From an optimization exercise on the open Yosys and OpenROAD flow, aimed at small area; shortcuts taken in it are not production practice.
Function was checked by simulation only, so behaviour that the tests miss may differ from the original.
Power figures rest on the tool's default switching activity, not on a simulated workload.

## flow/run.sh

```bash
#!/bin/bash
# synth_recipe.tcl (not shown) runs the flow's synth.tcl, then flattens the netlist and writes it again
# the make line also repeats each setting of config.mk as NAME=value (left out here)
make -C /OpenROAD-flow-scripts/flow DESIGN_CONFIG=/design/flow/config.mk WORK_HOME=/design/flow/orfs CLKGATE_MAP_FILE= SYNTH_SCRIPT=/design/flow/synth_recipe.tcl finish
```

## flow/config.mk

```make
export PLATFORM = sky130hd
export DESIGN_NAME = running_mean_stddev
export DESIGN_NICKNAME = running_mean_stddev
export VERILOG_FILES = /design/flow/design.v
export SDC_FILE = /design/flow/constraint.sdc
export NUM_CORES = 4
export LEC_CHECK = 0
export CAP_MARGIN = 20
export CORE_MARGIN = 2
export CORE_UTILIZATION = 40
export SLEW_MARGIN = 20
```

## flow/constraint.sdc

```tcl
create_clock -name core_clock -period 11.0 [get_ports {aclk}]
set_input_delay 2.2000 -clock core_clock [delete_from_list [all_inputs] [get_ports {aclk}]]
set_output_delay 2.2000 -clock core_clock [all_outputs]
set_load 0.01 [all_outputs]
```

## flow/design.v

```verilog
package rms_pkg;
    localparam int CNT_W  = 17;
    localparam int SUM_W  = 32;
    localparam int SQ_W   = 47;
endpackage
module running_mean_stddev #(
    parameter int MAX_COUNT   = 65536,
    parameter int FRAC_BITS   = 16
) (
    input  logic        aclk,
    input  logic        aresetn,
    input  logic        s_axis_tvalid,
    output logic        s_axis_tready,
    input  logic [15:0] s_axis_tdata,    
    input  logic        s_axis_tlast,
    output logic        m_axis_tvalid,
    input  logic        m_axis_tready,
    output logic [87:0] m_axis_tdata,    
    input  logic        psel,
    input  logic        penable,
    input  logic        pwrite,
    input  logic [1:0]  paddr,
    input  logic [31:0] pwdata,
    output logic [31:0] prdata,
    output logic        pready
);
    logic [16:0]        cnt;
    logic [31:0]        sum;
    logic [46:0]        sq;
    logic               ovf;
    logic               mode;
    logic               busy, valid;
    logic               accept, go, take;
    logic signed [15:0] xg;
    logic               c16, c32, c16_n, c32_n;
    logic [16:0]        cnt_n;
    logic [31:0]        sum_n;
    logic [46:0]        sq_n;
    logic               ovf_n;
    assign pready = 1'b1;
    assign prdata = {31'd0, mode};
    assign s_axis_tready = ~(s_axis_tlast & (busy | valid));
    assign accept = s_axis_tvalid & s_axis_tready;
    assign go     = accept & s_axis_tlast;
    assign take   = accept & ~cnt[16];
    assign xg     = take ? s_axis_tdata : 16'd0;
    assign cnt_n  = cnt + {16'd0, take};
    assign sum_n  = sum + {{16{xg[15]}}, xg};
    rms_sqacc u_sqacc (
        .a(xg), .sq(sq), .c16(c16), .c32(c32),
        .sq_n(sq_n), .c16_n(c16_n), .c32_n(c32_n)
    );
    assign ovf_n  = ovf | (accept & cnt[16]);
    always_ff @(posedge aclk) begin
        if (!aresetn || go) begin
            cnt <= '0;
            sum <= '0;
            sq  <= '0;
            c16 <= 1'b0;
            c32 <= 1'b0;
            ovf <= 1'b0;
        end else begin
            cnt <= cnt_n;
            sum <= sum_n;
            sq  <= sq_n;
            c16 <= c16_n;
            c32 <= c32_n;
            ovf <= ovf_n;
        end
    end
    always_ff @(posedge aclk) begin
        if (!aresetn) mode <= 1'b0;
        else if (psel && penable && pwrite && paddr == 2'd0) mode <= pwdata[0];
    end
    logic [7:0]  t;
    logic [16:0] N;
    logic        OVF, NEG;
    logic [15:0] RM;         
    logic [31:0] MB;         
    logic [62:0] X;          
    logic [33:0] R;
    logic [32:0] DR;
    logic        brw, seen;
    logic        C16, C32, qc;
    logic ph0, pY, pQ, pM, pD, pDiv, pSq, sqB, fin, tlastdiv;
    assign ph0  = busy & (t[7:6] == 2'b00);
    assign pY   = ph0 & ~t[5];
    assign pD   = ph0 & t[5] & (t[4:0] >= 5'd15);
    assign pQ   = ph0 & ~pD;
    assign pM   = ph0 & t[5];
    assign pDiv = busy & (t[7:6] == 2'b01);
    assign pSq  = busy & (t[7:6] == 2'b10);
    assign sqB  = ~t[0];
    assign tlastdiv = (t[5:0] == 6'd63);
    assign fin  = busy & (t == 8'd190);
    logic [31:0] mp_in;
    logic        m_eff;
    logic [16:0] nm_in;
    assign mp_in = sum_n ^ {32{sum_n[31]}};
    assign m_eff = mode & (cnt != 17'd0);
    assign nm_in = m_eff ? (cnt[16] ? 17'h0FFFF : cnt) : cnt_n;
    logic [31:0] mp;
    logic        s_t, m_t;
    logic [31:0] ya;
    assign mp  = {RM, MB[31:16]};
    assign s_t = mp[t[4:0]] ^ NEG;
    assign m_t = NEG ? (s_t ^ seen) : s_t;
    assign ya  = R[31:0] + (m_t ? mp : 32'd0) + {31'd0, m_t & NEG};
    logic [15:0] xa_a;
    logic        xa_m;
    logic [16:0] xa;
    assign xa_a = pQ ? X[62:47] : DR[32:17];
    logic inj, qb;
    assign inj  = (t == 8'd16 && C16) || (t == 8'd32 && C32);
    assign qb   = X[0] ^ inj ^ qc;
    assign xa_m = pQ ? qb : DR[0];
    assign xa   = {1'b0, xa_a} + (xa_m ? N : 17'd0);
    logic xbit, ybit, abit, brw_n;
    assign xbit  = pQ ? xa[0] : X[47];
    assign ybit  = pY ? ya[0] : R[0];
    assign abit  = xbit ^ ybit ^ brw;
    assign brw_n = (~xbit & (ybit | brw)) | (ybit & brw);
    logic [16:0] r2m;
    logic [17:0] dm;
    logic        gem;
    assign r2m = {RM, MB[31]};
    assign dm  = {1'b0, r2m} - {1'b0, N};
    assign gem = ~dm[17];
    logic [33:0] r2, bop, diff;
    logic        bor, ge;
    assign r2  = {R[32:0], X[31]};
    assign bop = pSq ? {DR[31:0], 2'b01} : {1'b0, DR};
    assign {bor, diff} = {1'b0, r2} - {1'b0, bop};
    assign ge  = ~bor;
    always_ff @(posedge aclk) begin
        if (!aresetn) begin
            busy  <= 1'b0;
            valid <= 1'b0;
        end else begin
            if (go) busy <= 1'b1;
            else if (fin) busy <= 1'b0;
            if (fin) valid <= 1'b1;
            else if (m_axis_tready) valid <= 1'b0;
        end
    end
    always_ff @(posedge aclk) begin
        if (go) t <= '0;
        else if (busy) t <= t + 8'd1;
    end
    always_ff @(posedge aclk) begin
        if (go) begin
            N   <= cnt_n;
            OVF <= ovf_n;
            NEG <= sum_n[31];
            C16 <= c16_n;
            C32 <= c32_n;
        end
    end
    always_ff @(posedge aclk) begin
        if (go) begin
            RM <= mp_in[31:16];
            MB <= {mp_in[15:0], (sum_n[31] & ~cnt[16]) ? ~cnt[15:0] : 16'd0};
        end else if (pM) begin
            RM <= gem ? dm[15:0] : r2m[15:0];
            MB <= {MB[30:0], gem ^ NEG};
        end
    end
    always_ff @(posedge aclk) begin
        if (go) begin
            seen <= 1'b0;
            brw  <= 1'b0;
            qc   <= 1'b0;
        end else if (ph0) begin
            qc <= (X[0] & inj) | (qc & (X[0] ^ inj));
            if (pY) seen <= seen | s_t;
            brw <= brw_n;
        end
    end
    always_ff @(posedge aclk) begin
        if (go) X <= {16'd0, sq_n};
        else if (pQ) X <= {xa[16:1], pY & abit, X[46:1]};
        else if (pD) X[62:47] <= {1'b0, X[62:48]};
        else if (pDiv || pSq) X <= {X[61:32], ge, X[30:0], X[62]};
    end
    always_ff @(posedge aclk) begin
        if (go) R <= '0;
        else if (pY) R <= {3'd0, ya[31:1]};
        else if (ph0) R[31:0] <= {abit, R[31:1]};
        else if (pDiv) R <= tlastdiv ? 34'd0 : (ge ? diff : r2);
        else if (pSq) R <= (sqB && ge) ? diff : r2;
    end
    always_ff @(posedge aclk) begin
        if (go) DR <= {16'd0, nm_in};
        else if (pD) DR <= {xa, DR[16:1]};
        else if (pDiv && tlastdiv) DR <= '0;
        else if (pSq && sqB) DR[31:0] <= {DR[30:0], ge};
    end
    assign m_axis_tvalid = valid;
    assign m_axis_tdata  = {5'd0,
                            OVF ? 2'd2 : (N[16:1] == 16'd0 ? 2'd1 : 2'd0),
                            N, DR[31:0], MB};
endmodule
module rms_sqacc (
    input  logic [15:0] a,
    input  logic [46:0] sq,
    input  logic        c16,
    input  logic        c32,
    output logic [46:0] sq_n,
    output logic        c16_n,
    output logic        c32_n
);
    wire p1 = a[0] & a[1];
    wire p2 = a[0] & a[2];
    wire p3 = a[0] & a[3];
    wire p4 = a[0] & a[4];
    wire p5 = a[0] & a[5];
    wire p6 = a[0] & a[6];
    wire p7 = a[0] & a[7];
    wire p8 = a[0] & a[8];
    wire p9 = a[0] & a[9];
    wire p10 = a[0] & a[10];
    wire p11 = a[0] & a[11];
    wire p12 = a[0] & a[12];
    wire p13 = a[0] & a[13];
    wire p14 = a[0] & a[14];
    wire p15 = a[1] & a[2];
    wire p16 = a[1] & a[3];
    wire p17 = a[1] & a[4];
    wire p18 = a[1] & a[5];
    wire p19 = a[1] & a[6];
    wire p20 = a[1] & a[7];
    wire p21 = a[1] & a[8];
    wire p22 = a[1] & a[9];
    wire p23 = a[1] & a[10];
    wire p24 = a[1] & a[11];
    wire p25 = a[1] & a[12];
    wire p26 = a[1] & a[13];
    wire p27 = a[1] & a[14];
    wire p28 = a[2] & a[3];
    wire p29 = a[2] & a[4];
    wire p30 = a[2] & a[5];
    wire p31 = a[2] & a[6];
    wire p32 = a[2] & a[7];
    wire p33 = a[2] & a[8];
    wire p34 = a[2] & a[9];
    wire p35 = a[2] & a[10];
    wire p36 = a[2] & a[11];
    wire p37 = a[2] & a[12];
    wire p38 = a[2] & a[13];
    wire p39 = a[2] & a[14];
    wire p40 = a[3] & a[4];
    wire p41 = a[3] & a[5];
    wire p42 = a[3] & a[6];
    wire p43 = a[3] & a[7];
    wire p44 = a[3] & a[8];
    wire p45 = a[3] & a[9];
    wire p46 = a[3] & a[10];
    wire p47 = a[3] & a[11];
    wire p48 = a[3] & a[12];
    wire p49 = a[3] & a[13];
    wire p50 = a[3] & a[14];
    wire p51 = a[4] & a[5];
    wire p52 = a[4] & a[6];
    wire p53 = a[4] & a[7];
    wire p54 = a[4] & a[8];
    wire p55 = a[4] & a[9];
    wire p56 = a[4] & a[10];
    wire p57 = a[4] & a[11];
    wire p58 = a[4] & a[12];
    wire p59 = a[4] & a[13];
    wire p60 = a[4] & a[14];
    wire p61 = a[5] & a[6];
    wire p62 = a[5] & a[7];
    wire p63 = a[5] & a[8];
    wire p64 = a[5] & a[9];
    wire p65 = a[5] & a[10];
    wire p66 = a[5] & a[11];
    wire p67 = a[5] & a[12];
    wire p68 = a[5] & a[13];
    wire p69 = a[5] & a[14];
    wire p70 = a[6] & a[7];
    wire p71 = a[6] & a[8];
    wire p72 = a[6] & a[9];
    wire p73 = a[6] & a[10];
    wire p74 = a[6] & a[11];
    wire p75 = a[6] & a[12];
    wire p76 = a[6] & a[13];
    wire p77 = a[6] & a[14];
    wire p78 = a[7] & a[8];
    wire p79 = a[7] & a[9];
    wire p80 = a[7] & a[10];
    wire p81 = a[7] & a[11];
    wire p82 = a[7] & a[12];
    wire p83 = a[7] & a[13];
    wire p84 = a[7] & a[14];
    wire p85 = a[8] & a[9];
    wire p86 = a[8] & a[10];
    wire p87 = a[8] & a[11];
    wire p88 = a[8] & a[12];
    wire p89 = a[8] & a[13];
    wire p90 = a[8] & a[14];
    wire p91 = a[9] & a[10];
    wire p92 = a[9] & a[11];
    wire p93 = a[9] & a[12];
    wire p94 = a[9] & a[13];
    wire p95 = a[9] & a[14];
    wire p96 = a[10] & a[11];
    wire p97 = a[10] & a[12];
    wire p98 = a[10] & a[13];
    wire p99 = a[10] & a[14];
    wire p100 = a[11] & a[12];
    wire p101 = a[11] & a[13];
    wire p102 = a[11] & a[14];
    wire p103 = a[12] & a[13];
    wire p104 = a[12] & a[14];
    wire p105 = a[13] & a[14];
    wire n106 = ~(a[15] & a[0]);
    wire n107 = ~(a[15] & a[1]);
    wire n108 = ~(a[15] & a[2]);
    wire n109 = ~(a[15] & a[3]);
    wire n110 = ~(a[15] & a[4]);
    wire n111 = ~(a[15] & a[5]);
    wire n112 = ~(a[15] & a[6]);
    wire n113 = ~(a[15] & a[7]);
    wire n114 = ~(a[15] & a[8]);
    wire n115 = ~(a[15] & a[9]);
    wire n116 = ~(a[15] & a[10]);
    wire n117 = ~(a[15] & a[11]);
    wire n118 = ~(a[15] & a[12]);
    wire n119 = ~(a[15] & a[13]);
    wire n120 = ~(a[15] & a[14]);
    wire s121 = sq[16] ^ c16 ^ a[8];
    wire c122 = (sq[16] & c16) | (a[8] & (sq[16] ^ c16));
    wire s123 = p27 ^ p38;
    wire c124 = p27 & p38;
    wire s125 = sq[17] ^ p39;
    wire c126 = sq[17] & p39;
    wire s127 = sq[18] ^ a[9];
    wire c128 = sq[18] & a[9];
    wire s129 = sq[10] ^ a[5];
    wire c130 = sq[10] & a[5];
    wire s131 = sq[11] ^ p10;
    wire c132 = sq[11] & p10;
    wire s133 = sq[12] ^ a[6] ^ p11;
    wire c134 = (sq[12] & a[6]) | (p11 & (sq[12] ^ a[6]));
    wire s135 = p23 ^ p34;
    wire c136 = p23 & p34;
    wire s137 = sq[13] ^ p12 ^ p24;
    wire c138 = (sq[13] & p12) | (p24 & (sq[13] ^ p12));
    wire s139 = p35 ^ p45;
    wire c140 = p35 & p45;
    wire s141 = sq[14] ^ a[7] ^ p13;
    wire c142 = (sq[14] & a[7]) | (p13 & (sq[14] ^ a[7]));
    wire s143 = p25 ^ p36 ^ p46;
    wire c144 = (p25 & p36) | (p46 & (p25 ^ p36));
    wire s145 = p55 ^ p63;
    wire c146 = p55 & p63;
    wire s147 = sq[15] ^ p14 ^ p26;
    wire c148 = (sq[15] & p14) | (p26 & (sq[15] ^ p14));
    wire s149 = p37 ^ p47 ^ p56;
    wire c150 = (p37 & p47) | (p56 & (p37 ^ p47));
    wire s151 = p64 ^ p71;
    wire c152 = p64 & p71;
    wire s153 = s121 ^ s123 ^ p48;
    wire c154 = (s121 & s123) | (p48 & (s121 ^ s123));
    wire s155 = p57 ^ p65 ^ p72;
    wire c156 = (p57 & p65) | (p72 & (p57 ^ p65));
    wire s157 = p78 ^ n106 ^ 1'b1;
    wire c158 = (p78 & n106) | (1'b1 & (p78 ^ n106));
    wire s159 = s125 ^ p49 ^ p58;
    wire c160 = (s125 & p49) | (p58 & (s125 ^ p49));
    wire s161 = p66 ^ p73 ^ p79;
    wire c162 = (p66 & p73) | (p79 & (p66 ^ p73));
    wire s163 = n107 ^ c122 ^ c124;
    wire c164 = (n107 & c122) | (c124 & (n107 ^ c122));
    wire s165 = s127 ^ p50 ^ p59;
    wire c166 = (s127 & p50) | (p59 & (s127 ^ p50));
    wire s167 = p67 ^ p74 ^ p80;
    wire c168 = (p67 & p74) | (p80 & (p67 ^ p74));
    wire s169 = p85 ^ n108 ^ c126;
    wire c170 = (p85 & n108) | (c126 & (p85 ^ n108));
    wire s171 = sq[19] ^ p60 ^ p68;
    wire c172 = (sq[19] & p60) | (p68 & (sq[19] ^ p60));
    wire s173 = p75 ^ p81 ^ p86;
    wire c174 = (p75 & p81) | (p86 & (p75 ^ p81));
    wire s175 = n109 ^ c128;
    wire c176 = n109 & c128;
    wire s177 = sq[20] ^ a[10] ^ p69;
    wire c178 = (sq[20] & a[10]) | (p69 & (sq[20] ^ a[10]));
    wire s179 = p76 ^ p82 ^ p87;
    wire c180 = (p76 & p82) | (p87 & (p76 ^ p82));
    wire s181 = p91 ^ n110;
    wire c182 = p91 & n110;
    wire s183 = sq[21] ^ p77 ^ p83;
    wire c184 = (sq[21] & p77) | (p83 & (sq[21] ^ p77));
    wire s185 = p88 ^ p92;
    wire c186 = p88 & p92;
    wire s187 = sq[22] ^ a[11] ^ p84;
    wire c188 = (sq[22] & a[11]) | (p84 & (sq[22] ^ a[11]));
    wire s189 = p89 ^ p93;
    wire c190 = p89 & p93;
    wire s191 = sq[23] ^ p90;
    wire c192 = sq[23] & p90;
    wire s193 = sq[24] ^ a[12];
    wire c194 = sq[24] & a[12];
    wire s195 = sq[6] ^ a[3];
    wire c196 = sq[6] & a[3];
    wire s197 = sq[7] ^ p6;
    wire c198 = sq[7] & p6;
    wire s199 = sq[8] ^ a[4] ^ p7;
    wire c200 = (sq[8] & a[4]) | (p7 & (sq[8] ^ a[4]));
    wire s201 = p19 ^ p30;
    wire c202 = p19 & p30;
    wire s203 = sq[9] ^ p8 ^ p20;
    wire c204 = (sq[9] & p8) | (p20 & (sq[9] ^ p8));
    wire s205 = p31 ^ p41;
    wire c206 = p31 & p41;
    wire s207 = s129 ^ p9 ^ p21;
    wire c208 = (s129 & p9) | (p21 & (s129 ^ p9));
    wire s209 = p32 ^ p42 ^ p51;
    wire c210 = (p32 & p42) | (p51 & (p32 ^ p42));
    wire s211 = s131 ^ p22 ^ p33;
    wire c212 = (s131 & p22) | (p33 & (s131 ^ p22));
    wire s213 = p43 ^ p52 ^ c130;
    wire c214 = (p43 & p52) | (c130 & (p43 ^ p52));
    wire s215 = s133 ^ s135 ^ p44;
    wire c216 = (s133 & s135) | (p44 & (s133 ^ s135));
    wire s217 = p53 ^ p61 ^ c132;
    wire c218 = (p53 & p61) | (c132 & (p53 ^ p61));
    wire s219 = s137 ^ s139 ^ p54;
    wire c220 = (s137 & s139) | (p54 & (s137 ^ s139));
    wire s221 = p62 ^ c134 ^ c136;
    wire c222 = (p62 & c134) | (c136 & (p62 ^ c134));
    wire s223 = s141 ^ s143 ^ s145;
    wire c224 = (s141 & s143) | (s145 & (s141 ^ s143));
    wire s225 = p70 ^ c138 ^ c140;
    wire c226 = (p70 & c138) | (c140 & (p70 ^ c138));
    wire s227 = s147 ^ s149 ^ s151;
    wire c228 = (s147 & s149) | (s151 & (s147 ^ s149));
    wire s229 = c142 ^ c144 ^ c146;
    wire c230 = (c142 & c144) | (c146 & (c142 ^ c144));
    wire s231 = s153 ^ s155 ^ s157;
    wire c232 = (s153 & s155) | (s157 & (s153 ^ s155));
    wire s233 = c148 ^ c150 ^ c152;
    wire c234 = (c148 & c150) | (c152 & (c148 ^ c150));
    wire s235 = s159 ^ s161 ^ s163;
    wire c236 = (s159 & s161) | (s163 & (s159 ^ s161));
    wire s237 = c154 ^ c156 ^ c158;
    wire c238 = (c154 & c156) | (c158 & (c154 ^ c156));
    wire s239 = s165 ^ s167 ^ s169;
    wire c240 = (s165 & s167) | (s169 & (s165 ^ s167));
    wire s241 = c160 ^ c162 ^ c164;
    wire c242 = (c160 & c162) | (c164 & (c160 ^ c162));
    wire s243 = s171 ^ s173 ^ s175;
    wire c244 = (s171 & s173) | (s175 & (s171 ^ s173));
    wire s245 = c166 ^ c168 ^ c170;
    wire c246 = (c166 & c168) | (c170 & (c166 ^ c168));
    wire s247 = s177 ^ s179 ^ s181;
    wire c248 = (s177 & s179) | (s181 & (s177 ^ s179));
    wire s249 = c172 ^ c174 ^ c176;
    wire c250 = (c172 & c174) | (c176 & (c172 ^ c174));
    wire s251 = s183 ^ s185 ^ n111;
    wire c252 = (s183 & s185) | (n111 & (s183 ^ s185));
    wire s253 = c178 ^ c180 ^ c182;
    wire c254 = (c178 & c180) | (c182 & (c178 ^ c180));
    wire s255 = s187 ^ s189 ^ p96;
    wire c256 = (s187 & s189) | (p96 & (s187 ^ s189));
    wire s257 = n112 ^ c184 ^ c186;
    wire c258 = (n112 & c184) | (c186 & (n112 ^ c184));
    wire s259 = s191 ^ p94 ^ p97;
    wire c260 = (s191 & p94) | (p97 & (s191 ^ p94));
    wire s261 = n113 ^ c188 ^ c190;
    wire c262 = (n113 & c188) | (c190 & (n113 ^ c188));
    wire s263 = s193 ^ p95 ^ p98;
    wire c264 = (s193 & p95) | (p98 & (s193 ^ p95));
    wire s265 = p100 ^ n114 ^ c192;
    wire c266 = (p100 & n114) | (c192 & (p100 ^ n114));
    wire s267 = sq[25] ^ p99 ^ p101;
    wire c268 = (sq[25] & p99) | (p101 & (sq[25] ^ p99));
    wire s269 = n115 ^ c194;
    wire c270 = n115 & c194;
    wire s271 = sq[26] ^ a[13] ^ p102;
    wire c272 = (sq[26] & a[13]) | (p102 & (sq[26] ^ a[13]));
    wire s273 = p103 ^ n116;
    wire c274 = p103 & n116;
    wire s275 = sq[27] ^ p104;
    wire c276 = sq[27] & p104;
    wire s277 = sq[28] ^ a[14];
    wire c278 = sq[28] & a[14];
    wire s279 = sq[4] ^ a[2];
    wire c280 = sq[4] & a[2];
    wire s281 = sq[5] ^ p4;
    wire c282 = sq[5] & p4;
    wire s283 = s195 ^ p5 ^ p17;
    wire c284 = (s195 & p5) | (p17 & (s195 ^ p5));
    wire s285 = s197 ^ p18 ^ p29;
    wire c286 = (s197 & p18) | (p29 & (s197 ^ p18));
    wire s287 = s199 ^ s201 ^ p40;
    wire c288 = (s199 & s201) | (p40 & (s199 ^ s201));
    wire s289 = s203 ^ s205 ^ c200;
    wire c290 = (s203 & s205) | (c200 & (s203 ^ s205));
    wire s291 = s207 ^ s209 ^ c204;
    wire c292 = (s207 & s209) | (c204 & (s207 ^ s209));
    wire s293 = s211 ^ s213 ^ c208;
    wire c294 = (s211 & s213) | (c208 & (s211 ^ s213));
    wire s295 = s215 ^ s217 ^ c212;
    wire c296 = (s215 & s217) | (c212 & (s215 ^ s217));
    wire s297 = s219 ^ s221 ^ c216;
    wire c298 = (s219 & s221) | (c216 & (s219 ^ s221));
    wire s299 = s223 ^ s225 ^ c220;
    wire c300 = (s223 & s225) | (c220 & (s223 ^ s225));
    wire s301 = s227 ^ s229 ^ c224;
    wire c302 = (s227 & s229) | (c224 & (s227 ^ s229));
    wire s303 = s231 ^ s233 ^ c228;
    wire c304 = (s231 & s233) | (c228 & (s231 ^ s233));
    wire s305 = s235 ^ s237 ^ c232;
    wire c306 = (s235 & s237) | (c232 & (s235 ^ s237));
    wire s307 = s239 ^ s241 ^ c236;
    wire c308 = (s239 & s241) | (c236 & (s239 ^ s241));
    wire s309 = s243 ^ s245 ^ c240;
    wire c310 = (s243 & s245) | (c240 & (s243 ^ s245));
    wire s311 = s247 ^ s249 ^ c244;
    wire c312 = (s247 & s249) | (c244 & (s247 ^ s249));
    wire s313 = s251 ^ s253 ^ c248;
    wire c314 = (s251 & s253) | (c248 & (s251 ^ s253));
    wire s315 = s255 ^ s257 ^ c252;
    wire c316 = (s255 & s257) | (c252 & (s255 ^ s257));
    wire s317 = s259 ^ s261 ^ c256;
    wire c318 = (s259 & s261) | (c256 & (s259 ^ s261));
    wire s319 = s263 ^ s265 ^ c260;
    wire c320 = (s263 & s265) | (c260 & (s263 ^ s265));
    wire s321 = s267 ^ s269 ^ c264;
    wire c322 = (s267 & s269) | (c264 & (s267 ^ s269));
    wire s323 = s271 ^ s273 ^ c268;
    wire c324 = (s271 & s273) | (c268 & (s271 ^ s273));
    wire s325 = s275 ^ n117 ^ c272;
    wire c326 = (s275 & n117) | (c272 & (s275 ^ n117));
    wire s327 = s277 ^ p105 ^ n118;
    wire c328 = (s277 & p105) | (n118 & (s277 ^ p105));
    wire s329 = sq[29] ^ n119;
    wire c330 = sq[29] & n119;
    wire s331 = sq[30] ^ a[15];
    wire c332 = sq[30] & a[15];
    wire s333 = sq[2] ^ a[1];
    wire c334 = sq[2] & a[1];
    wire s335 = sq[3] ^ p2;
    wire c336 = sq[3] & p2;
    wire s337 = s279 ^ p3 ^ p15;
    wire c338 = (s279 & p3) | (p15 & (s279 ^ p3));
    wire s339 = s281 ^ p16 ^ c280;
    wire c340 = (s281 & p16) | (c280 & (s281 ^ p16));
    wire s341 = s283 ^ p28 ^ c282;
    wire c342 = (s283 & p28) | (c282 & (s283 ^ p28));
    wire s343 = s285 ^ c196 ^ c284;
    wire c344 = (s285 & c196) | (c284 & (s285 ^ c196));
    wire s345 = s287 ^ c198 ^ c286;
    wire c346 = (s287 & c198) | (c286 & (s287 ^ c198));
    wire s347 = s289 ^ c202 ^ c288;
    wire c348 = (s289 & c202) | (c288 & (s289 ^ c202));
    wire s349 = s291 ^ c206 ^ c290;
    wire c350 = (s291 & c206) | (c290 & (s291 ^ c206));
    wire s351 = s293 ^ c210 ^ c292;
    wire c352 = (s293 & c210) | (c292 & (s293 ^ c210));
    wire s353 = s295 ^ c214 ^ c294;
    wire c354 = (s295 & c214) | (c294 & (s295 ^ c214));
    wire s355 = s297 ^ c218 ^ c296;
    wire c356 = (s297 & c218) | (c296 & (s297 ^ c218));
    wire s357 = s299 ^ c222 ^ c298;
    wire c358 = (s299 & c222) | (c298 & (s299 ^ c222));
    wire s359 = s301 ^ c226 ^ c300;
    wire c360 = (s301 & c226) | (c300 & (s301 ^ c226));
    wire s361 = s303 ^ c230 ^ c302;
    wire c362 = (s303 & c230) | (c302 & (s303 ^ c230));
    wire s363 = s305 ^ c234 ^ c304;
    wire c364 = (s305 & c234) | (c304 & (s305 ^ c234));
    wire s365 = s307 ^ c238 ^ c306;
    wire c366 = (s307 & c238) | (c306 & (s307 ^ c238));
    wire s367 = s309 ^ c242 ^ c308;
    wire c368 = (s309 & c242) | (c308 & (s309 ^ c242));
    wire s369 = s311 ^ c246 ^ c310;
    wire c370 = (s311 & c246) | (c310 & (s311 ^ c246));
    wire s371 = s313 ^ c250 ^ c312;
    wire c372 = (s313 & c250) | (c312 & (s313 ^ c250));
    wire s373 = s315 ^ c254 ^ c314;
    wire c374 = (s315 & c254) | (c314 & (s315 ^ c254));
    wire s375 = s317 ^ c258 ^ c316;
    wire c376 = (s317 & c258) | (c316 & (s317 ^ c258));
    wire s377 = s319 ^ c262 ^ c318;
    wire c378 = (s319 & c262) | (c318 & (s319 ^ c262));
    wire s379 = s321 ^ c266 ^ c320;
    wire c380 = (s321 & c266) | (c320 & (s321 ^ c266));
    wire s381 = s323 ^ c270 ^ c322;
    wire c382 = (s323 & c270) | (c322 & (s323 ^ c270));
    wire s383 = s325 ^ c274 ^ c324;
    wire c384 = (s325 & c274) | (c324 & (s325 ^ c274));
    wire s385 = s327 ^ c276 ^ c326;
    wire c386 = (s327 & c276) | (c326 & (s327 ^ c276));
    wire s387 = s329 ^ c278 ^ c328;
    wire c388 = (s329 & c278) | (c328 & (s329 ^ c278));
    wire s389 = s331 ^ n120 ^ c330;
    wire c390 = (s331 & n120) | (c330 & (s331 ^ n120));
    wire s391 = sq[31] ^ 1'b1 ^ c332;
    wire c392 = (sq[31] & 1'b1) | (c332 & (sq[31] ^ 1'b1));
    wire s393 = sq[32] ^ c32 ^ 1'b1;
    wire c394 = (sq[32] & c32) | (1'b1 & (sq[32] ^ c32));
    wire s395 = sq[33] ^ 1'b1;
    wire c396 = sq[33] & 1'b1;
    wire s397 = sq[34] ^ 1'b1;
    wire c398 = sq[34] & 1'b1;
    wire s399 = sq[35] ^ 1'b1;
    wire c400 = sq[35] & 1'b1;
    wire s401 = sq[36] ^ 1'b1;
    wire c402 = sq[36] & 1'b1;
    wire s403 = sq[37] ^ 1'b1;
    wire c404 = sq[37] & 1'b1;
    wire s405 = sq[38] ^ 1'b1;
    wire c406 = sq[38] & 1'b1;
    wire s407 = sq[39] ^ 1'b1;
    wire c408 = sq[39] & 1'b1;
    wire s409 = sq[40] ^ 1'b1;
    wire c410 = sq[40] & 1'b1;
    wire s411 = sq[41] ^ 1'b1;
    wire c412 = sq[41] & 1'b1;
    wire s413 = sq[42] ^ 1'b1;
    wire c414 = sq[42] & 1'b1;
    wire s415 = sq[43] ^ 1'b1;
    wire c416 = sq[43] & 1'b1;
    wire s417 = sq[44] ^ 1'b1;
    wire c418 = sq[44] & 1'b1;
    wire s419 = sq[45] ^ 1'b1;
    wire c420 = sq[45] & 1'b1;
    wire s421 = sq[46] ^ 1'b1;
    wire c422 = sq[46] & 1'b1;
    wire s423 = sq[0] ^ a[0];
    wire c424 = sq[0] & a[0];
    wire s425 = sq[1] ^ c424;
    wire c426 = sq[1] & c424;
    wire s427 = s333 ^ p1 ^ c426;
    wire c428 = (s333 & p1) | (c426 & (s333 ^ p1));
    wire s429 = s335 ^ c334 ^ c428;
    wire c430 = (s335 & c334) | (c428 & (s335 ^ c334));
    wire s431 = s337 ^ c336 ^ c430;
    wire c432 = (s337 & c336) | (c430 & (s337 ^ c336));
    wire s433 = s339 ^ c338 ^ c432;
    wire c434 = (s339 & c338) | (c432 & (s339 ^ c338));
    wire s435 = s341 ^ c340 ^ c434;
    wire c436 = (s341 & c340) | (c434 & (s341 ^ c340));
    wire s437 = s343 ^ c342 ^ c436;
    wire c438 = (s343 & c342) | (c436 & (s343 ^ c342));
    wire s439 = s345 ^ c344 ^ c438;
    wire c440 = (s345 & c344) | (c438 & (s345 ^ c344));
    wire s441 = s347 ^ c346 ^ c440;
    wire c442 = (s347 & c346) | (c440 & (s347 ^ c346));
    wire s443 = s349 ^ c348 ^ c442;
    wire c444 = (s349 & c348) | (c442 & (s349 ^ c348));
    wire s445 = s351 ^ c350 ^ c444;
    wire c446 = (s351 & c350) | (c444 & (s351 ^ c350));
    wire s447 = s353 ^ c352 ^ c446;
    wire c448 = (s353 & c352) | (c446 & (s353 ^ c352));
    wire s449 = s355 ^ c354 ^ c448;
    wire c450 = (s355 & c354) | (c448 & (s355 ^ c354));
    wire s451 = s357 ^ c356 ^ c450;
    wire c452 = (s357 & c356) | (c450 & (s357 ^ c356));
    wire s453 = s359 ^ c358 ^ c452;
    wire c454 = (s359 & c358) | (c452 & (s359 ^ c358));
    wire s455 = s361 ^ c360;
    wire c456 = s361 & c360;
    wire s457 = s363 ^ c362 ^ c456;
    wire c458 = (s363 & c362) | (c456 & (s363 ^ c362));
    wire s459 = s365 ^ c364 ^ c458;
    wire c460 = (s365 & c364) | (c458 & (s365 ^ c364));
    wire s461 = s367 ^ c366 ^ c460;
    wire c462 = (s367 & c366) | (c460 & (s367 ^ c366));
    wire s463 = s369 ^ c368 ^ c462;
    wire c464 = (s369 & c368) | (c462 & (s369 ^ c368));
    wire s465 = s371 ^ c370 ^ c464;
    wire c466 = (s371 & c370) | (c464 & (s371 ^ c370));
    wire s467 = s373 ^ c372 ^ c466;
    wire c468 = (s373 & c372) | (c466 & (s373 ^ c372));
    wire s469 = s375 ^ c374 ^ c468;
    wire c470 = (s375 & c374) | (c468 & (s375 ^ c374));
    wire s471 = s377 ^ c376 ^ c470;
    wire c472 = (s377 & c376) | (c470 & (s377 ^ c376));
    wire s473 = s379 ^ c378 ^ c472;
    wire c474 = (s379 & c378) | (c472 & (s379 ^ c378));
    wire s475 = s381 ^ c380 ^ c474;
    wire c476 = (s381 & c380) | (c474 & (s381 ^ c380));
    wire s477 = s383 ^ c382 ^ c476;
    wire c478 = (s383 & c382) | (c476 & (s383 ^ c382));
    wire s479 = s385 ^ c384 ^ c478;
    wire c480 = (s385 & c384) | (c478 & (s385 ^ c384));
    wire s481 = s387 ^ c386 ^ c480;
    wire c482 = (s387 & c386) | (c480 & (s387 ^ c386));
    wire s483 = s389 ^ c388 ^ c482;
    wire c484 = (s389 & c388) | (c482 & (s389 ^ c388));
    wire s485 = s391 ^ c390 ^ c484;
    wire c486 = (s391 & c390) | (c484 & (s391 ^ c390));
    wire s487 = s393 ^ c392;
    wire c488 = s393 & c392;
    wire s489 = s395 ^ c394 ^ c488;
    wire c490 = (s395 & c394) | (c488 & (s395 ^ c394));
    wire s491 = s397 ^ c396 ^ c490;
    wire c492 = (s397 & c396) | (c490 & (s397 ^ c396));
    wire s493 = s399 ^ c398 ^ c492;
    wire c494 = (s399 & c398) | (c492 & (s399 ^ c398));
    wire s495 = s401 ^ c400 ^ c494;
    wire c496 = (s401 & c400) | (c494 & (s401 ^ c400));
    wire s497 = s403 ^ c402 ^ c496;
    wire c498 = (s403 & c402) | (c496 & (s403 ^ c402));
    wire s499 = s405 ^ c404 ^ c498;
    wire c500 = (s405 & c404) | (c498 & (s405 ^ c404));
    wire s501 = s407 ^ c406 ^ c500;
    wire c502 = (s407 & c406) | (c500 & (s407 ^ c406));
    wire s503 = s409 ^ c408 ^ c502;
    wire c504 = (s409 & c408) | (c502 & (s409 ^ c408));
    wire s505 = s411 ^ c410 ^ c504;
    wire c506 = (s411 & c410) | (c504 & (s411 ^ c410));
    wire s507 = s413 ^ c412 ^ c506;
    wire c508 = (s413 & c412) | (c506 & (s413 ^ c412));
    wire s509 = s415 ^ c414 ^ c508;
    wire c510 = (s415 & c414) | (c508 & (s415 ^ c414));
    wire s511 = s417 ^ c416 ^ c510;
    wire c512 = (s417 & c416) | (c510 & (s417 ^ c416));
    wire s513 = s419 ^ c418 ^ c512;
    wire c514 = (s419 & c418) | (c512 & (s419 ^ c418));
    wire s515 = s421 ^ c420 ^ c514;
    wire c516 = (s421 & c420) | (c514 & (s421 ^ c420));
    assign sq_n[0] = s423;
    assign sq_n[1] = s425;
    assign sq_n[2] = s427;
    assign sq_n[3] = s429;
    assign sq_n[4] = s431;
    assign sq_n[5] = s433;
    assign sq_n[6] = s435;
    assign sq_n[7] = s437;
    assign sq_n[8] = s439;
    assign sq_n[9] = s441;
    assign sq_n[10] = s443;
    assign sq_n[11] = s445;
    assign sq_n[12] = s447;
    assign sq_n[13] = s449;
    assign sq_n[14] = s451;
    assign sq_n[15] = s453;
    assign sq_n[16] = s455;
    assign sq_n[17] = s457;
    assign sq_n[18] = s459;
    assign sq_n[19] = s461;
    assign sq_n[20] = s463;
    assign sq_n[21] = s465;
    assign sq_n[22] = s467;
    assign sq_n[23] = s469;
    assign sq_n[24] = s471;
    assign sq_n[25] = s473;
    assign sq_n[26] = s475;
    assign sq_n[27] = s477;
    assign sq_n[28] = s479;
    assign sq_n[29] = s481;
    assign sq_n[30] = s483;
    assign sq_n[31] = s485;
    assign sq_n[32] = s487;
    assign sq_n[33] = s489;
    assign sq_n[34] = s491;
    assign sq_n[35] = s493;
    assign sq_n[36] = s495;
    assign sq_n[37] = s497;
    assign sq_n[38] = s499;
    assign sq_n[39] = s501;
    assign sq_n[40] = s503;
    assign sq_n[41] = s505;
    assign sq_n[42] = s507;
    assign sq_n[43] = s509;
    assign sq_n[44] = s511;
    assign sq_n[45] = s513;
    assign sq_n[46] = s515;
    assign c16_n = c454;
    assign c32_n = c486;
endmodule
```

==> metrics.yaml, run 1 <==
power_and_ir_drop:
  power_density_nw_per_um2: 223.1
  peakVddDrop_mv: 0.1514
  power_mw: 6.602
  power_leakage_nw: 13.18
detailed_routing:
  vias_per_cell: 5.678
  drc_errors: 0
  firstDrtPassIters: 6
  drt_iter0_markers: 1802
  post_drt_wl_per_cell_um: 21.26
  vias: 22639
  wl_um: 84740
  ant_nets: 0
floorplanning:
  die_w_um: 261.2
  initial_core_util_pct: 40.33
  core_area_um2: 65630
  die-area_um2: 68240
  num_rows: 94
  io_pins: 181
  die_y_um: 261.2
critical_path:
  cp_data_required_time_ps: 11430
  worst-path-max-fanout: 2
  crit_top_cell: "fa_1"
  slowest_delay_ps: 540
  startpoint_type: "input pin"
  critPathCaptureType: "flip-flop"
  crit_type: "input pin to flip-flop"
  worst_ep_arrival_time_ps: 11130
  cp_slowest_cell: "fa_1"
sta:
  setup_viol: 0
  fin_crit_ps: 10700
  rsz0062_at_grt: "no"
  skew_ps: 17.99
  holdWs_ps: 486.6
  worst_slack_ps: 303.6
  finalHoldViolCount: 0
  fin_crit_sh_pct: 97.24
  slew_viol_final: 0
  worstMarginPinSlew_ps: 1054
  max_clock_freq_mhz: 93.49
  tns_ps: 0
  slew_headroom_pct: 28.84
placed_design:
  io_buffers: 112
  dp_hpwl_um: 63360
  routabilityCongestion: 0.9043
  place_inst: 3917
  place_ws_ps: -717.5
flow_run:
  maxCapViolCount: 0
clock_tree:
  cts_buffers: 38
  cts_setup_buffers: 0
  clock_sinks: 311
  clk_pin_slew_ps: 60
  cts_root_buf: "clkbuf_16"
  worst_skew_pair.late_latency_ps: 570
  clockBufferDepth: 3
  cts_tree: "done"
  hold_buffers: 0
  cts_max_level: 2
synthesis:
  ys.flop_type: "dfxtp_1"
  synthesis.area_um2: 26470
  synth_edf_count: 133
  synthTopCellsByArea: "edfxtp_1 15%, dfxtp_1 13%, fa_1 12%, ha_1 8.0%, nand2_1 5.5%"
  ys_ff_latch: 311
  synth_warnings: 1
  avgSynthCellArea_um2: 8.607
  synthCells: 3075
  yosysTopAreaCellShare_pct: 15.09
  async_flop_share_pct: 0
  synth_top_area_cell: "edfxtp_1"
  synth_cell_types: 82
  yosysSeqAreaShare_pct: 28.55
grt:
  antenna_found_initial: 0
  grt_pass1_vias: 22579
  grtUsageTotal_pct: 24.72
  grt_pass1_wl_um: 131000
  grt_max_degree: 206
  grt-ovfl-total: 0
finish:
  antenna_cells: 0
  stdcell_count: 3987
  num-nets-final: 3477
  drive_gt1_share_pct: 7.077
  area_growth_pct: 11.81
outcome:
  status: "complete, no violations"
min_path:
  holdCritPathClass: "flip-flop to flip-flop"
synth_stat cells (16+ instances only):
cell type and instances:
buf_4 74, nand3_1 51, mux2i_1 59, and2_1 54
a31oi_1 56, o21a_1 20, nor2_1 233, o21ai_0 141
a21o_1 58, xor2_1 59, a22oi_1 16, edfxtp_1 133
nor3_1 31, o21ai_1 19, a221oi_1 16, xnor2_1 105
nand4_1 21, a21oi_1 190, and3_1 120, a211oi_1 26
inv_1 248, mux2_2 28, dfxtp_1 178, ha_1 170
nand2b_1 25, fa_1 155, o21bai_1 18, o211ai_1 19
clkbuf_1 147, nor2b_1 25, nand2_1 389
cell type report:
class	count	area, um2
Tap cell	864	1081
Sequential cell	311	7557
Fill cell	6495	36030
Clock inverter	22	237.7
Multi-Input combinational cell	2306	17030
Inverter	251	949.7
Clock buffer	47	1037
Timing Repair Buffer	186	1700
cell families (layout without fill, tap and decap cells):
family / after synthesis / count (layout) / synth area share (%)
AND/OR/NAND/NOR: 992 / 992 / 17.30
AO/OA/AOI/OAI: 693 / 693 / 16.73
buffers and inverters: 493 / 506 / 8.150
adder cells (fa/ha/maj): 326 / 326 / 19.80
flip-flops: 311 / 311 / 28.55
XOR/XNOR: 165 / 165 / 5.512
multiplexers: 93 / 93 / 3.933
other: 2 / 37 / 0.02838
report_power, final:
part	switching [mW]	internal, mW
combinational	2.02	1.57
clock	0.546	0.771
sequential	0.238	1.46
metrics by stage:
step                instance area, um2  utilization [%]
global placement                 28280            43.09
CTS                              29550            45.03
finish                           29590            45.09
floorplan                        26630                -
global route                     29590            45.09
detailed placement               28280            43.09
per-layer routing:
layer  GRT usage (%)  vias up  part of all wire (%)
li1                -    10608                     -
met1           32.90    11128                    43
met2           41.23      743                    47
met3           3.078      160                   5.9
met4           9.075        0                   3.6
met5               0        -                     0
layout by cell type, fill, tap and decap left out, types with 26 or more instances in the layout:
cell and instances:
nor2_1 229, mux2i_1 59, a211oi_1 26, nor3_1 30, dfxtp_1 178, nand3_1 50, inv_1 247, edfxtp_1 133
clkbuf_16 40, conb_1 37, fa_1 146, ha_1 170, and2_1 53, buf_4 72, nand2_1 384, clkdlybuf4s50_1 111
a21o_1 58, xnor2_1 105, a21oi_1 188, o21ai_0 140, and3_1 120, a31oi_1 56, xor2_1 58, mux2_2 28
flip-flops by register name (all words and copies together), names as in the netlist, 8 cells and up:
signal and cells:
N 17, X 63, sq 47, MB 32, DR 33, RM 16
sum 32, cnt 17, R 33, t 8
critical path: cells and delay by family:
| family | cells | cell delay, ps |
|---|---|---|
| AO/OA/AOI/OAI | 1 | 130 |
| adder cells (fa/ha/maj) | 21 | 7510 |
| buffers and inverters | 10 | 960 |
| AND/OR/NAND/NOR | 3 | 320 |
worst paths after layout:
kind / start / end / slack, ps / cells after the start
max: s_axis_tvalid / X[31]$_DFFE_PP_ / 300 / 35
max reg2reg: valid$_SDFFE_PN0P_ / X[31]$_DFFE_PP_ / 1900 / 35
min: qc$_SDFFE_PP0P_ / qc$_SDFFE_PP0P_ / 490 / 2
min reg2reg: qc$_SDFFE_PP0P_ / qc$_SDFFE_PP0P_ / 490 / 2
what timing repair did:
item,4_1_cts,5_1_grt
resized for setup,3,6
hold endpoints to repair,0,0
setup endpoints to repair,3,4
pin swaps,0,2
==> inputs of run 2 (changes only) <==
--- a/flow/design.v
+++ b/flow/design.v
@@ -44,8 +44,8 @@
     assign go     = accept & s_axis_tlast;
     assign take   = accept & ~cnt[16];
     assign xg     = take ? s_axis_tdata : 16'd0;
-    assign cnt_n  = cnt + {16'd0, take};
-    assign sum_n  = sum + {{16{xg[15]}}, xg};
+    rms_add #(.W(17)) u_cnt (.a(cnt), .b(17'd0), .ci(take), .s(cnt_n), .co());
+    rms_add #(.W(32)) u_sum (.a(sum), .b({{16{xg[15]}}, xg}), .ci(1'b0), .s(sum_n), .co());
     rms_sqacc u_sqacc (
         .a(xg), .sq(sq), .c16(c16), .c32(c32),
         .sq_n(sq_n), .c16_n(c16_n), .c32_n(c32_n)
@@ -105,7 +105,9 @@
     assign mp  = {RM, MB[31:16]};
     assign s_t = mp[t[4:0]] ^ NEG;
     assign m_t = NEG ? (s_t ^ seen) : s_t;
-    assign ya  = R[31:0] + (m_t ? mp : 32'd0) + {31'd0, m_t & NEG};
+    logic        ya_co;
+    rms_add #(.W(32)) u_ya (.a(R[31:0]), .b(m_t ? mp : 32'd0), .ci(m_t & NEG),
+                            .s(ya), .co(ya_co));
     logic [15:0] xa_a;
     logic        xa_m;
     logic [16:0] xa;
@@ -114,7 +116,8 @@
     assign inj  = (t == 8'd16 && C16) || (t == 8'd32 && C32);
     assign qb   = X[0] ^ inj ^ qc;
     assign xa_m = pQ ? qb : DR[0];
-    assign xa   = {1'b0, xa_a} + (xa_m ? N : 17'd0);
+    rms_add #(.W(17)) u_xa (.a({1'b0, xa_a}), .b(xa_m ? N : 17'd0), .ci(1'b0),
+                            .s(xa), .co());
     logic xbit, ybit, abit, brw_n;
     assign xbit  = pQ ? xa[0] : X[47];
     assign ybit  = pY ? ya[0] : R[0];
@@ -124,14 +127,18 @@
     logic [17:0] dm;
     logic        gem;
     assign r2m = {RM, MB[31]};
-    assign dm  = {1'b0, r2m} - {1'b0, N};
-    assign gem = ~dm[17];
+    logic        dm_co;
+    rms_add #(.W(17)) u_dm (.a(r2m), .b(~N), .ci(1'b1), .s(dm[16:0]), .co(dm_co));
+    assign dm[17] = 1'b0;
+    assign gem = dm_co;
     logic [33:0] r2, bop, diff;
     logic        bor, ge;
     assign r2  = {R[32:0], X[31]};
     assign bop = pSq ? {DR[31:0], 2'b01} : {1'b0, DR};
-    assign {bor, diff} = {1'b0, r2} - {1'b0, bop};
-    assign ge  = ~bor;
+    logic        d_co;
+    rms_add #(.W(34)) u_diff (.a(r2), .b(~bop), .ci(1'b1), .s(diff), .co(d_co));
+    assign bor = ~d_co;
+    assign ge  = d_co;
     always_ff @(posedge aclk) begin
         if (!aresetn) begin
             busy  <= 1'b0;
@@ -143,9 +150,11 @@
             else if (m_axis_tready) valid <= 1'b0;
         end
     end
+    logic [7:0] t_n;
+    rms_add #(.W(8)) u_t (.a(t), .b(8'd0), .ci(1'b1), .s(t_n), .co());
     always_ff @(posedge aclk) begin
         if (go) t <= '0;
-        else if (busy) t <= t + 8'd1;
+        else if (busy) t <= t_n;
     end
     always_ff @(posedge aclk) begin
         if (go) begin
@@ -200,6 +209,23 @@
                             OVF ? 2'd2 : (N[16:1] == 16'd0 ? 2'd1 : 2'd0),
                             N, DR[31:0], MB};
 endmodule
+module rms_add #(
+    parameter int W = 8
+) (
+    input  logic [W-1:0] a,
+    input  logic [W-1:0] b,
+    input  logic         ci,
+    output logic [W-1:0] s,
+    output logic         co
+);
+    logic [W:0] c;
+    assign c[0] = ci;
+    for (genvar i = 0; i < W; i++) begin : g_bit
+        assign s[i]   = a[i] ^ b[i] ^ c[i];
+        assign c[i+1] = (a[i] & b[i]) | (c[i] & (a[i] ^ b[i]));
+    end
+    assign co = c[W];
+endmodule
 module rms_sqacc (
     input  logic [15:0] a,
     input  logic [46:0] sq,
==> metrics.yaml, run 2 <==
finish:
  layout_common_cells: "400 x nand2_1, 264 x inv_1, 172 x dfxtp_1"
  finalInstanceArea_um2: 27950  # -5.6%
  regMostFlops: "X"
  final_common_cell: "nand2_1"
  ff_latch_area_um2: 7570  # +0.17%
  num-nets-final: 2982  # -14%
  top_regs: "X: 63 flops, sq: 47 flops"
  n_fill_cell: 5358  # -18%
  largest_reg_flops: 63  # unchanged
  multi_input_area_um2: 14450  # -15%
  antenna_cells: 0  # unchanged
  area_growth_pct: 21.14
  drive_gt1_share_pct: 19.03  # +12 points
sta:
  worstMarginPinSlew_ps: 1092  # +37.74 ps
  max_clock_freq_mhz: 72.14  # -23%
  fin_crit_ps: 13860  # +3165 ps
  setup_viol: 87  # +87
  skew_ps: 20.15  # +2.160 ps
  rsz0062_at_grt: "yes"
  holdWs_ps: 489.8  # +3.201 ps
  fin_crit_sh_pct: 126.0  # +29 points
  slew_viol_final: 0  # unchanged
  finalHoldViolCount: 0  # unchanged
  worst_slack_ps: -2862  # -3165 ps
  slew_headroom_pct: 27.22  # -1.6 points
detailed_routing:
  firstDrtPassIters: 5  # -1
  drt_iter0_markers: 1488  # -17%
  vias: 17987  # -21%
  post_drt_wl_per_cell_um: 20.66  # -2.8%
  wl_um: 69750  # -18%
  vias_per_cell: 5.328  # -6.2%
  drc_errors: 0  # unchanged
  ant_nets: 0  # unchanged
clock_tree:
  cts_root_buf: "clkbuf_16"
  cts_tree: "done"
  clockBufferDepth: 3  # unchanged
  clk_pin_slew_ps: 60  # about the same
  cts_buffers: 37  # -2.6%
  worst_skew_pair.late_latency_ps: 560  # about the same
  cts_max_level: 2  # unchanged
  clock_sinks: 311  # unchanged
min_path:
  hold_start: "qc$_SDFFE_PP0P_"
  holdPathEnd: "qc$_SDFFE_PP0P_"
  holdCritPathClass: "flip-flop to flip-flop"
  whs_path_depth: 2  # unchanged
synthesis:
  async_flop_share_pct: 0  # unchanged
  yosysTopAreaCellShare_pct: 23.60  # +8.5 points
  synth_top_area_cell: "fa_1"
  ys_ff_latch: 311  # unchanged
  yosysSeqAreaShare_pct: 32.75  # +4.2 points
  yosysMostFrequentCell: "nand2_1"
  synthTopCellsByArea: "fa_1 24%, edfxtp_1 17%, dfxtp_1 15%, nand2_1 6.6%, inv_1 4.6%"
  synthesis.area_um2: 23070  # -13%
  ys.flop_type: "dfxtp_1"
  synthCells: 2436  # -21%
  yosys-top-cells-count: "408 x nand2_1, 281 x inv_1, 272 x fa_1, 178 x dfxtp_1, 150 x nor2_1"
  synth_cell_types: 64  # -22%
  avgSynthCellArea_um2: 9.472  # +10%
  synth_edf_count: 133  # unchanged
  synth_warnings: 1  # unchanged
critical_path:
  crit_top_cell: "fa_2"
  r2r-end: "R[29]$_SDFFE_PP0P_"
  r2r_cells: 47  # +34%
  cp_slowest_cell: "or4_4"
  timing.rr.start: "MB[21]$_DFFE_PP_"
  startpoint_type: "flip-flop"
  slowest_delay_ps: 450  # -90 ps
  worst-path-max-fanout: 2  # unchanged
  cp_data_required_time_ps: 11380  # -50 ps
  worst_ep_arrival_time_ps: 14240  # +3110 ps
  critPathCaptureType: "flip-flop"
  r2r_slack_ps: -2860  # -4760 ps
  crit_type: "flip-flop to flip-flop"
power_and_ir_drop:
  peakVddDrop_mv: 0.2003  # +32%
  power_density_nw_per_um2: 205.0  # -8.1%
  power_leakage_nw: 12.05  # -8.5%
  power_mw: 5.730  # -13%
floorplanning:
  initial_core_util_pct: 40.22  # -0.11 points
  die-area_um2: 59620  # -13%
  die_w_um: 244.2  # -6.5%
  die_y_um: 244.2  # -6.5%
  num_rows: 88  # -6.4%
  io_pins: 181  # unchanged
  core_area_um2: 57370  # -13%
grt:
  met2_usage_pct: 37.12  # -4.1 points
  antenna_found_initial: 1  # +1
  global_route.usage.met3_pct: 4.565  # +1.5 points
  grt_busiest_layer: "met2"
  grt_max_degree: 83  # -60%
  grt-ovfl-total: 0  # unchanged
  met1_usage_pct: 31.75  # -1.1 points
  grtUsageTotal_pct: 23.44  # -1.3 points
  grt_pass1_wl_um: 107700  # -18%
  grt_pass1_vias: 18197  # -19%
outcome:
  so_faults: "setup timing"
  status: "finished with violations"
placed_design:
  routabilityCongestion: 0.9309  # +2.9%
  placement.cell_area_um2: 26020  # -8.0%
  place_ws_ps: -2924  # -2206 ps
  dp_hpwl_um: 51250  # -19%
  io_buffers: 112  # unchanged
flow_run:
  maxCapViolCount: 0  # unchanged
==> run 2: cell types whose count changed in the layout (fill, tap and decap cells not counted), moves of 28 or more <==
cell,previous run,this run
xnor2_1,105,5
a21oi_1,188,110
a31oi_1,56,28
xor2_1,58,7
o21ai_0,140,53
buf_4,72,159
ha_1,170,64
a21o_1,58,3
nand3_1,50,11
and2_1,53,8
nor2_1,229,147
fa_2,9,106
==> run 2: how the worst max path moves through the flow <==
stage | startpoint | endpoint | slack [ps] | cells past startpoint
after floorplan | MB[21]$_DFFE_PP_ | R[29]$_SDFFE_PP0P_ | -2410 | 47
after global placement | t[1]$_SDFFE_PP0P_ | R[29]$_SDFFE_PP0P_ | -2780 | 47
after detailed placement | t[1]$_SDFFE_PP0P_ | R[29]$_SDFFE_PP0P_ | -2920 | 47
after CTS | MB[21]$_DFFE_PP_ | R[29]$_SDFFE_PP0P_ | -2840 | 47
after global routing | MB[21]$_DFFE_PP_ | R[29]$_SDFFE_PP0P_ | -3210 | 47
final | MB[21]$_DFFE_PP_ | R[29]$_SDFFE_PP0P_ | -2860 | 47
==> run 2: area by class of cell <==
type,instances,share of cell area (%)
clock buffers,50,3.599
clock inverters,15,0.4611
inverters,283,3.814
multi-input cells,1650,51.68
flip-flops and latches,311,27.08
well taps,765,3.424
repair buffers,302,9.938
==> run 2: per-layer routing <==
layer / routed length, um / vias up
li1: - / 8203
met1: 29300 / 8930
met2: 32340 / 728
met3: 5449 / 126
met4: 2658 / 0
met5: 0 / -
==> run 2: what timing repair did <==
action / 4_1_cts / 5_1_grt
setup buffers: 8 / 8
setup endpoints to repair: 94 / 91
cloned: 8 / 1
pin swaps: 47 / 20
hold buffers: 0 / 0
resized for setup: 127 / 44
==> run 2: where the power goes <==
part | total [mW] | internal (mW) | switching, mW | leakage [nW]
Sequential | 1.64 | 1.46 | 0.184 | 2.71
Clock | 1.19 | 0.687 | 0.506 | 0.548
Combinational | 2.89 | 1.37 | 1.52 | 8.80
Total | 5.73 | 3.52 | 2.21 | 12.1
==> run 2: critical path: cells and delay by family (launching register included) <==
| kind | cells | cell delay [ps] |
|---|---|---|
| XOR/XNOR | 1 | 110 |
| multiplexers | 2 | 560 |
| AO/OA/AOI/OAI | 4 | 820 |
| AND/OR/NAND/NOR | 4 | 780 |
| flip-flops | 1 | 380 |
| adder cells (fa/ha/maj) | 32 | 10800 |
| buffers and inverters | 4 | 210 |
==> run 2: cell families (layout without fill, tap and decap cells) <==
group | after synthesis | after routing | synth area share [%]
simple gates | 785 | 786 | 15.26
other cells | 2 | 37 | 0.03255
fa+ha+maj | 339 | 339 | 27.23
buf+inv | 511 | 650 | 9.712
compound gates | 388 | 388 | 10.69
xor+xnor | 42 | 42 | 1.676
mux | 58 | 58 | 2.635
flops | 311 | 311 | 32.75
==> run 2: per-stage QoR <==
step / TNS, ps / utilization, % / std cells
2_1_floorplan: -142730 / - / 2471
3_3_place_gp: -187300 / 45.36 / 3290
3_5_place_dp: -194220 / 45.36 / 3290
4_1_cts: -141630 / 48.36 / 3371
5_1_grt: -171440 / 48.72 / 3376
6_report: -144740 / 48.72 / 3376

==> afterwards: timing with drivers on the ports <==
No port has a modelled driver above. Below, the same layouts with a new extraction and two added sets of constraints.
Step 1 (the two cells are an assumption about what drives the block):
set clk [get_ports {aclk}]
set_driving_cell -lib_cell sky130_fd_sc_hd__clkbuf_16 $clk
set_driving_cell -lib_cell sky130_fd_sc_hd__buf_2 [delete_from_list [all_inputs] $clk]
Step 2, shift: input delay + t, output delay - t, t = (earliest + latest rising clock arrival at the registers) / 2. This alone moves slack from input paths to output paths.
a / b / c = ideal ports / drivers / drivers and shift; a / b = the first two.
run | shift t [ns] | setup WS [ns] | worst setup path at the end | worst register clock-pin slew, ns | cell pins on the clock port's net
run 1 | 0.629 | 0.304 / 0.349 / -0.280 | input to register | 0.07 / 0.07 | 1
run 2 | 0.607 | -2.862 / -2.862 / -2.862 | register to register | 0.06 / 0.06 | 1
With both steps, setup timing fails in run 1, where it was met with ideal ports. The setup slack of run 1, which loses most, moves by +0.045 ns with the drivers and by -0.584 ns with both steps.
